This design comes from an exercise in tuning for small area and a short achievable clock period on the open sky130 flow, not from production work. Power is estimated from default activity; no workload was simulated.

== lane 1 ==
==> flow/design.v <==
package bps_pkg;
  localparam int RankBits    = 15;
  localparam int StepBits    = 17;
  localparam int BlockBits   = 16;
  localparam int LogBits     = 4;
  localparam int CfgIdxBits  = 1;
  localparam int CfgDataBits = 16;
endpackage
module bps_mod_a (
  input  logic [16:0] s,
  output logic [3:0]  u15,
  output logic [6:0]  t63,
  output logic [6:0]  z13,
  output logic [6:0]  y11
);
  logic [3:0] x1, y1, x2, y2, x3, y3, m1, m2, m3;
  logic [4:0] t15;
  logic [5:0] x6, y6, m6;
  logic [7:0] y13;
  always_comb begin
    x1 = s[3:0] ^ s[7:4] ^ s[11:8];
    m1 = (s[3:0] & s[7:4]) | (s[3:0] & s[11:8]) | (s[7:4] & s[11:8]);
    y1 = {m1[2:0], m1[3]};
    x2 = x1 ^ y1 ^ s[15:12];
    m2 = (x1 & y1) | (x1 & s[15:12]) | (y1 & s[15:12]);
    y2 = {m2[2:0], m2[3]};
    x3 = x2 ^ y2 ^ {3'b0, s[16]};
    m3 = (x2 & y2) | (x2 & {3'b0, s[16]}) | (y2 & {3'b0, s[16]});
    y3 = {m3[2:0], m3[3]};
    t15 = {1'b0, x3} + {1'b0, y3};
    u15 = t15[3:0] + {3'b0, t15[4]};
    x6 = s[5:0] ^ s[11:6] ^ {1'b0, s[16:12]};
    m6 = (s[5:0] & s[11:6]) | (s[5:0] & {1'b0, s[16:12]}) | (s[11:6] & {1'b0, s[16:12]});
    y6 = {m6[4:0], m6[5]};
    t63 = {1'b0, x6} + {1'b0, y6};
    y13 = {2'b0, s[5:0]} + {3'b0, s[16:12]} + {2'b0, ~s[11:6]};
    z13 = {1'b0, y13[5:0]} + {5'b0, ~y13[7:6]} + 7'd12;
    y11 = {2'b0, s[4:0]} + {2'b0, s[14:10]} + {2'b0, ~s[9:5]} + {5'b0, ~s[16:15]};
  end
endmodule
module bps_mod_b (
  input  logic [2:0] s_lo,
  input  logic [3:0] l,
  input  logic [3:0] u15,
  input  logic [6:0] t63,
  input  logic [6:0] z13,
  input  logic [6:0] y11,
  output logic [3:0] si
);
  logic [3:0] r15, r13, r11, r9;
  logic [2:0] r7, r5, a7, b7;
  logic [1:0] r3;
  logic [5:0] c13;
  logic [4:0] c11, d9;
  logic [5:0] z11;
  logic [3:0] e7;
  always_comb begin
    r15 = (u15 == 4'd15) ? 4'd0 : u15;
    case (r15)
      4'd0, 4'd3, 4'd6, 4'd9, 4'd12:   r3 = 2'd0;
      4'd1, 4'd4, 4'd7, 4'd10, 4'd13:  r3 = 2'd1;
      default:                         r3 = 2'd2;
    endcase
    case (r15)
      4'd0, 4'd5, 4'd10:  r5 = 3'd0;
      4'd1, 4'd6, 4'd11:  r5 = 3'd1;
      4'd2, 4'd7, 4'd12:  r5 = 3'd2;
      4'd3, 4'd8, 4'd13:  r5 = 3'd3;
      default:            r5 = 3'd4;
    endcase
    e7 = {1'b0, t63[2:0]} + {1'b0, t63[5:3]} + {3'b0, t63[6]};
    a7 = e7[2:0] + {2'b0, e7[3]};
    r7 = (a7 == 3'd7) ? 3'd0 : a7;
    d9 = {2'b0, t63[2:0]} + {4'b0, t63[6]} - {2'b0, t63[5:3]};
    r9 = d9[4] ? d9[3:0] + 4'd9 : ((d9[3:0] == 4'd9) ? 4'd0 : d9[3:0]);
    z11 = {1'b0, y11[4:0]} + {4'b0, ~y11[6:5]} + 6'd7;
    c13 = (z13 >= 7'd52) ? 6'(z13 - 7'd52) : z13[5:0];
    c13 = (c13 >= 6'd26) ? 6'(c13 - 6'd26) : c13;
    r13 = (c13 >= 6'd13) ? 4'(c13 - 6'd13) : c13[3:0];
    c11 = (z11 >= 6'd22) ? 5'(z11 - 6'd22) : z11[4:0];
    r11 = (c11 >= 5'd11) ? 4'(c11 - 5'd11) : c11[3:0];
    case (l)
      4'd2:    si = {3'b0, s_lo[0]};
      4'd3:    si = {2'b0, r3};
      4'd4:    si = {2'b0, s_lo[1:0]};
      4'd5:    si = {1'b0, r5};
      4'd6:    si = {2'b0, r3} + ((r3[0] ^ s_lo[0]) ? 4'd3 : 4'd0);
      4'd7:    si = {1'b0, r7};
      4'd8:    si = {1'b0, s_lo};
      4'd9:    si = r9;
      4'd10:   si = {1'b0, r5} + ((r5[0] ^ s_lo[0]) ? 4'd5 : 4'd0);
      4'd11:   si = r11;
      4'd12:   si = {2'b0, r3} + 4'd3 * {2'b0, 2'(2'd3 * (s_lo[1:0] - r3))};
      4'd13:   si = r13;
      4'd14:   si = {1'b0, r7} + ((r7[0] ^ s_lo[0]) ? 4'd7 : 4'd0);
      4'd15:   si = r15;
      default: si = 4'd0;
    endcase
  end
endmodule
module binomial_pipeline_schedule (
  input  logic                              clk_i,
  input  logic                              rst_ni,
  input  logic                              start_i,
  output logic                              busy_o,
  input  logic                              req_type_i,
  input  logic [bps_pkg::RankBits-1:0]      rank_i,
  input  logic [bps_pkg::StepBits-1:0]      step_i,
  input  logic                              cfg_we_i,
  input  logic [bps_pkg::CfgIdxBits-1:0]    cfg_idx_i,
  input  logic [bps_pkg::CfgDataBits-1:0]   cfg_wdata_i,
  output logic                              valid_o,
  output logic                              transfer_valid_o,
  output logic [bps_pkg::RankBits-1:0]      peer_rank_o,
  output logic [bps_pkg::BlockBits-1:0]     block_index_o,
  output logic [bps_pkg::StepBits-1:0]      forged_index_o
);
  assign busy_o = 1'b0;
  logic [3:0]  lx_q;
  logic [15:0] bx_q;
  always_ff @(posedge clk_i or negedge rst_ni) begin
    if (!rst_ni) begin
      lx_q <= 4'd0;
      bx_q <= 16'd0;
    end else if (cfg_we_i) begin
      if (cfg_idx_i == 1'b0) begin
        lx_q <= (cfg_wdata_i[3:0] == 4'd0) ? 4'd0 : cfg_wdata_i[3:0] ^ 4'd1;
      end else begin
        bx_q <= cfg_wdata_i ^ 16'd1;
      end
    end
  end
  logic [3:0]  l_q;
  logic [15:0] b_q;
  logic        zb;
  logic [15:0] last;
  assign l_q  = lx_q ^ 4'd1;
  assign b_q  = bx_q ^ 16'd1;
  assign zb   = (b_q == 16'd0);
  assign last = zb ? 16'd0 : b_q - 16'd1;
  logic v1_q, v2_q, v3_q, v4_q, v5_q;
  always_ff @(posedge clk_i or negedge rst_ni) begin
    if (!rst_ni) begin
      v1_q    <= 1'b0;
      v2_q    <= 1'b0;
      v3_q    <= 1'b0;
      v4_q    <= 1'b0;
      v5_q    <= 1'b0;
      valid_o <= 1'b0;
    end else begin
      v1_q    <= start_i;
      v2_q    <= v1_q;
      v3_q    <= v2_q;
      v4_q    <= v3_q;
      v5_q    <= v4_q;
      valid_o <= v5_q;
    end
  end
  logic        req1_q, req2_q, req3_q;
  logic [14:0] rank1_q, rank2_q, rank3_q;
  logic [16:0] s1_q, s2_q, s3_q;
  logic [3:0]  u15_d, u15_q;
  logic [6:0]  t63_d, t63_q, z13_d, z13_q;
  logic [6:0]  y11_d, y11_q;
  logic [3:0]  si3_d, si3_q, si4_q;
  bps_mod_a u_mod_a (
    .s   (s1_q),
    .u15 (u15_d),
    .t63 (t63_d),
    .z13 (z13_d),
    .y11 (y11_d)
  );
  bps_mod_b u_mod_b (
    .s_lo (s2_q[2:0]),
    .l    (l_q),
    .u15  (u15_q),
    .t63  (t63_q),
    .z13  (z13_q),
    .y11  (y11_q),
    .si   (si3_d)
  );
  always_ff @(posedge clk_i) begin
    req1_q  <= req_type_i;
    rank1_q <= rank_i;
    s1_q    <= step_i;
    req2_q  <= req1_q;
    rank2_q <= rank1_q;
    s2_q    <= s1_q;
    u15_q   <= u15_d;
    t63_q   <= t63_d;
    z13_q   <= z13_d;
    y11_q   <= y11_d;
    req3_q  <= req2_q;
    rank3_q <= rank2_q;
    s3_q    <= s2_q;
    si3_q   <= si3_d;
  end
  logic [14:0] onehot, above, below, other;
  logic        rot0, any_a, any_b, kill;
  logic [3:0]  pa, pb, gc;
  logic [17:0] g, sl;
  always_comb begin
    onehot = 15'd1 << si3_q;
    above  = '0;
    below  = '0;
    for (int j = 0; j < 15; j++) begin
      above[j] = rank3_q[j] && (4'(j) > si3_q);
      below[j] = rank3_q[j] && (4'(j) < si3_q);
    end
    other = rank3_q ^ onehot;
    rot0  = rank3_q[si3_q] ^ !req3_q;
    any_a = |above;
    any_b = |below;
    pa = 4'd0;
    for (int j = 14; j >= 0; j--) if (above[j]) pa = 4'(j);
    pb = 4'd0;
    for (int j = 14; j >= 0; j--) if (below[j]) pb = 4'(j);
    g    = {2'b0, b_q} + {14'b0, l_q} + {1'b1, ~s3_q} + {17'b0, zb};
    kill = g[17] || (g[16:1] == '0 && (!g[0] || zb));
    gc   = (g[16:4] != '0) ? 4'd15 : g[3:0];
    sl   = {1'b0, s3_q} - {14'b0, l_q};
  end
  logic        rot04_q, any_a4_q, any_b4_q, kill4_q;
  logic [3:0]  pa4_q, pb4_q, gc4_q;
  logic [14:0] peer4_q;
  logic [17:0] sl4_q;
  always_ff @(posedge clk_i) begin
    rot04_q  <= rot0;
    any_a4_q <= any_a;
    any_b4_q <= any_b;
    pa4_q    <= pa;
    pb4_q    <= pb;
    peer4_q  <= other;
    si4_q    <= si3_q;
    kill4_q  <= kill;
    gc4_q    <= gc;
    sl4_q    <= sl;
  end
  logic [4:0]  x, m, wrapx, d;
  logic [3:0]  idx, idxp, first;
  logic        recv_nz, clamp, neg;
  logic [4:0]  e;
  always_comb begin
    x       = any_b4_q ? {1'b0, pb4_q} : {1'b0, si4_q};
    wrapx   = x + {1'b0, l_q};
    m       = (any_a4_q && ({1'b0, pa4_q} < wrapx)) ? {1'b0, pa4_q} : wrapx;
    idx     = 4'(m - {1'b0, si4_q});
    idxp    = rot04_q ? idx : 4'd0;
    first   = any_b4_q ? pb4_q : (rot04_q ? si4_q : pa4_q);
    recv_nz = rot04_q || any_a4_q || any_b4_q;
    clamp   = idxp > gc4_q;
    d       = {1'b0, first} - {1'b0, idxp};
    e       = {1'b0, sl4_q[3:0]} + {1'b0, idxp};
    neg     = sl4_q[17] && !e[4];
  end
  logic        pre5_q, clamp5_q;
  logic [14:0] peer5_q;
  logic [3:0]  idxp5_q;
  logic [4:0]  d5_q;
  logic [17:0] sl5_q;
  always_ff @(posedge clk_i) begin
    pre5_q   <= recv_nz && !kill4_q && !neg;
    clamp5_q <= clamp;
    peer5_q  <= peer4_q;
    idxp5_q  <= idxp;
    d5_q     <= d;
    sl5_q    <= sl4_q;
  end
  logic [17:0] f;
  logic        ok, eq;
  logic [15:0] blk, forged;
  always_comb begin
    f      = sl5_q + {14'b0, idxp5_q};
    ok     = pre5_q;
    eq     = (sl5_q == {{13{d5_q[4]}}, d5_q});
    blk    = clamp5_q ? last : f[15:0];
    forged = (clamp5_q && !eq) ? last : f[15:0];
  end
  always_ff @(posedge clk_i) begin
    transfer_valid_o <= ok;
    peer_rank_o      <= ok ? peer5_q : '0;
    block_index_o    <= ok ? blk : '0;
    forged_index_o   <= {1'b0, ok ? forged : 16'd0};
  end
endmodule
Settings: LEC_CHECK=0, ABC_AREA=1, CAP_MARGIN=20, CORE_MARGIN=2, CORE_UTILIZATION=40, SLEW_MARGIN=20; clock period 7.0 ns.
standard.sh (not shown) runs the stock make flow with config.mk's settings and CLKGATE_MAP_FILE= SYNTH_SCRIPT=/design/flow/synth_recipe.tcl, a recipe that flattens the netlist after the stock synthesis.
==> flow/flow/run.sh <==
#!/bin/bash
# The standard ORFS layout with two changes: Yosys's adder-cell mapping is off, so that ABC
# maps the arithmetic together with the rest of the logic, and the port buffers are
# buf_2 cells. Registers and everything else as in standard.sh; each tool's output lands
# in orfs/logs, make's own output in make_finish.log.
set -euo pipefail
cd "$(dirname "$0")/.."
bash standard.sh ADDER_MAP_FILE= "BUFFER_PORTS_ARGS=-buffer_cell sky130_fd_sc_hd__buf_2" finish > make_finish.log 2>&1
Changes in lane 2 relative to lane 1:
diff --git a/flow/design.v b/flow/design.v
--- a/flow/design.v
+++ b/flow/design.v
@@ -213,12 +213,12 @@
     any_b = |below;
     pa = 4'd0;
     for (int j = 14; j >= 0; j--) if (above[j]) pa = 4'(j);
     pb = 4'd0;
     for (int j = 14; j >= 0; j--) if (below[j]) pb = 4'(j);
-    g    = {2'b0, b_q} + {14'b0, l_q} + {1'b1, ~s3_q} + {17'b0, zb};
-    kill = g[17] || (g[16:1] == '0 && (!g[0] || zb));
+    g    = {2'b0, b_q} + {14'b0, l_q} + {1'b1, ~s3_q};
+    kill = g[17] || (g[16:0] == '0);
     gc   = (g[16:4] != '0) ? 4'd15 : g[3:0];
     sl   = {1'b0, s3_q} - {14'b0, l_q};
   end
   logic        rot04_q, any_a4_q, any_b4_q, kill4_q;
   logic [3:0]  pa4_q, pb4_q, gc4_q;
@@ -246,11 +246,11 @@
     m       = (any_a4_q && ({1'b0, pa4_q} < wrapx)) ? {1'b0, pa4_q} : wrapx;
     idx     = 4'(m - {1'b0, si4_q});
     idxp    = rot04_q ? idx : 4'd0;
     first   = any_b4_q ? pb4_q : (rot04_q ? si4_q : pa4_q);
     recv_nz = rot04_q || any_a4_q || any_b4_q;
-    clamp   = idxp > gc4_q;
+    clamp   = {1'b0, idxp} > {1'b0, gc4_q} + {4'b0, zb};
     d       = {1'b0, first} - {1'b0, idxp};
     e       = {1'b0, sl4_q[3:0]} + {1'b0, idxp};
     neg     = sl4_q[17] && !e[4];
   end
   logic        pre5_q, clamp5_q;
Findings:
- Compared lane 2 vs lane 1, and placed wire-length estimate after detailed placement is up in lane 2.
- From lane 1 to lane 2 the numbers moved as follows: maximum number of pins on one net before global-route repair now larger, clock skew now larger, met2 wire length now larger.
- Final instance area (lane 2 over lane 1): increase, 0.85%
- Lane 2 vs. lane 1: layout overhead on the synthesized area decreased by 0.16 points relative to the old numbers, routed wire length moved up, power moved up, maximum frequency rose about 5%.
- Compared to lane 1, lane 2 has area fraction in compound gates after synthesis 0.24 points lower.
No functional check of the RTL was part of any run of this note.

-- separate check: timing with driven ports --
Ports are ideal in the flow. The routed layouts listed here were re-timed in OpenROAD. Step 1: set_driving_cell puts a clkbuf_16 on clk_i and a buf_2 on each other input, an assumption about the parent block. Step 2 adds t to the input delays and takes it off the output delays; t is the mean of the earliest and latest rising clock arrival at the registers after step 1. Input paths then give back, and output paths get back, about the clock's delay inside the block. Slacks: ideal / step 1 / step 2; pairs: ideal / step 1.
run | t, ns | setup slack, ns | worst data-port slew with drivers (ns) | pins driven straight from the clock port
lane 1 | 0.569 | 3.925 / 3.925 / 3.925 | 0.05 | 1
lane 2 | 0.587 | 4.071 / 4.071 / 4.071 | 0.05 | 1
After both steps every run listed still meets setup and hold.
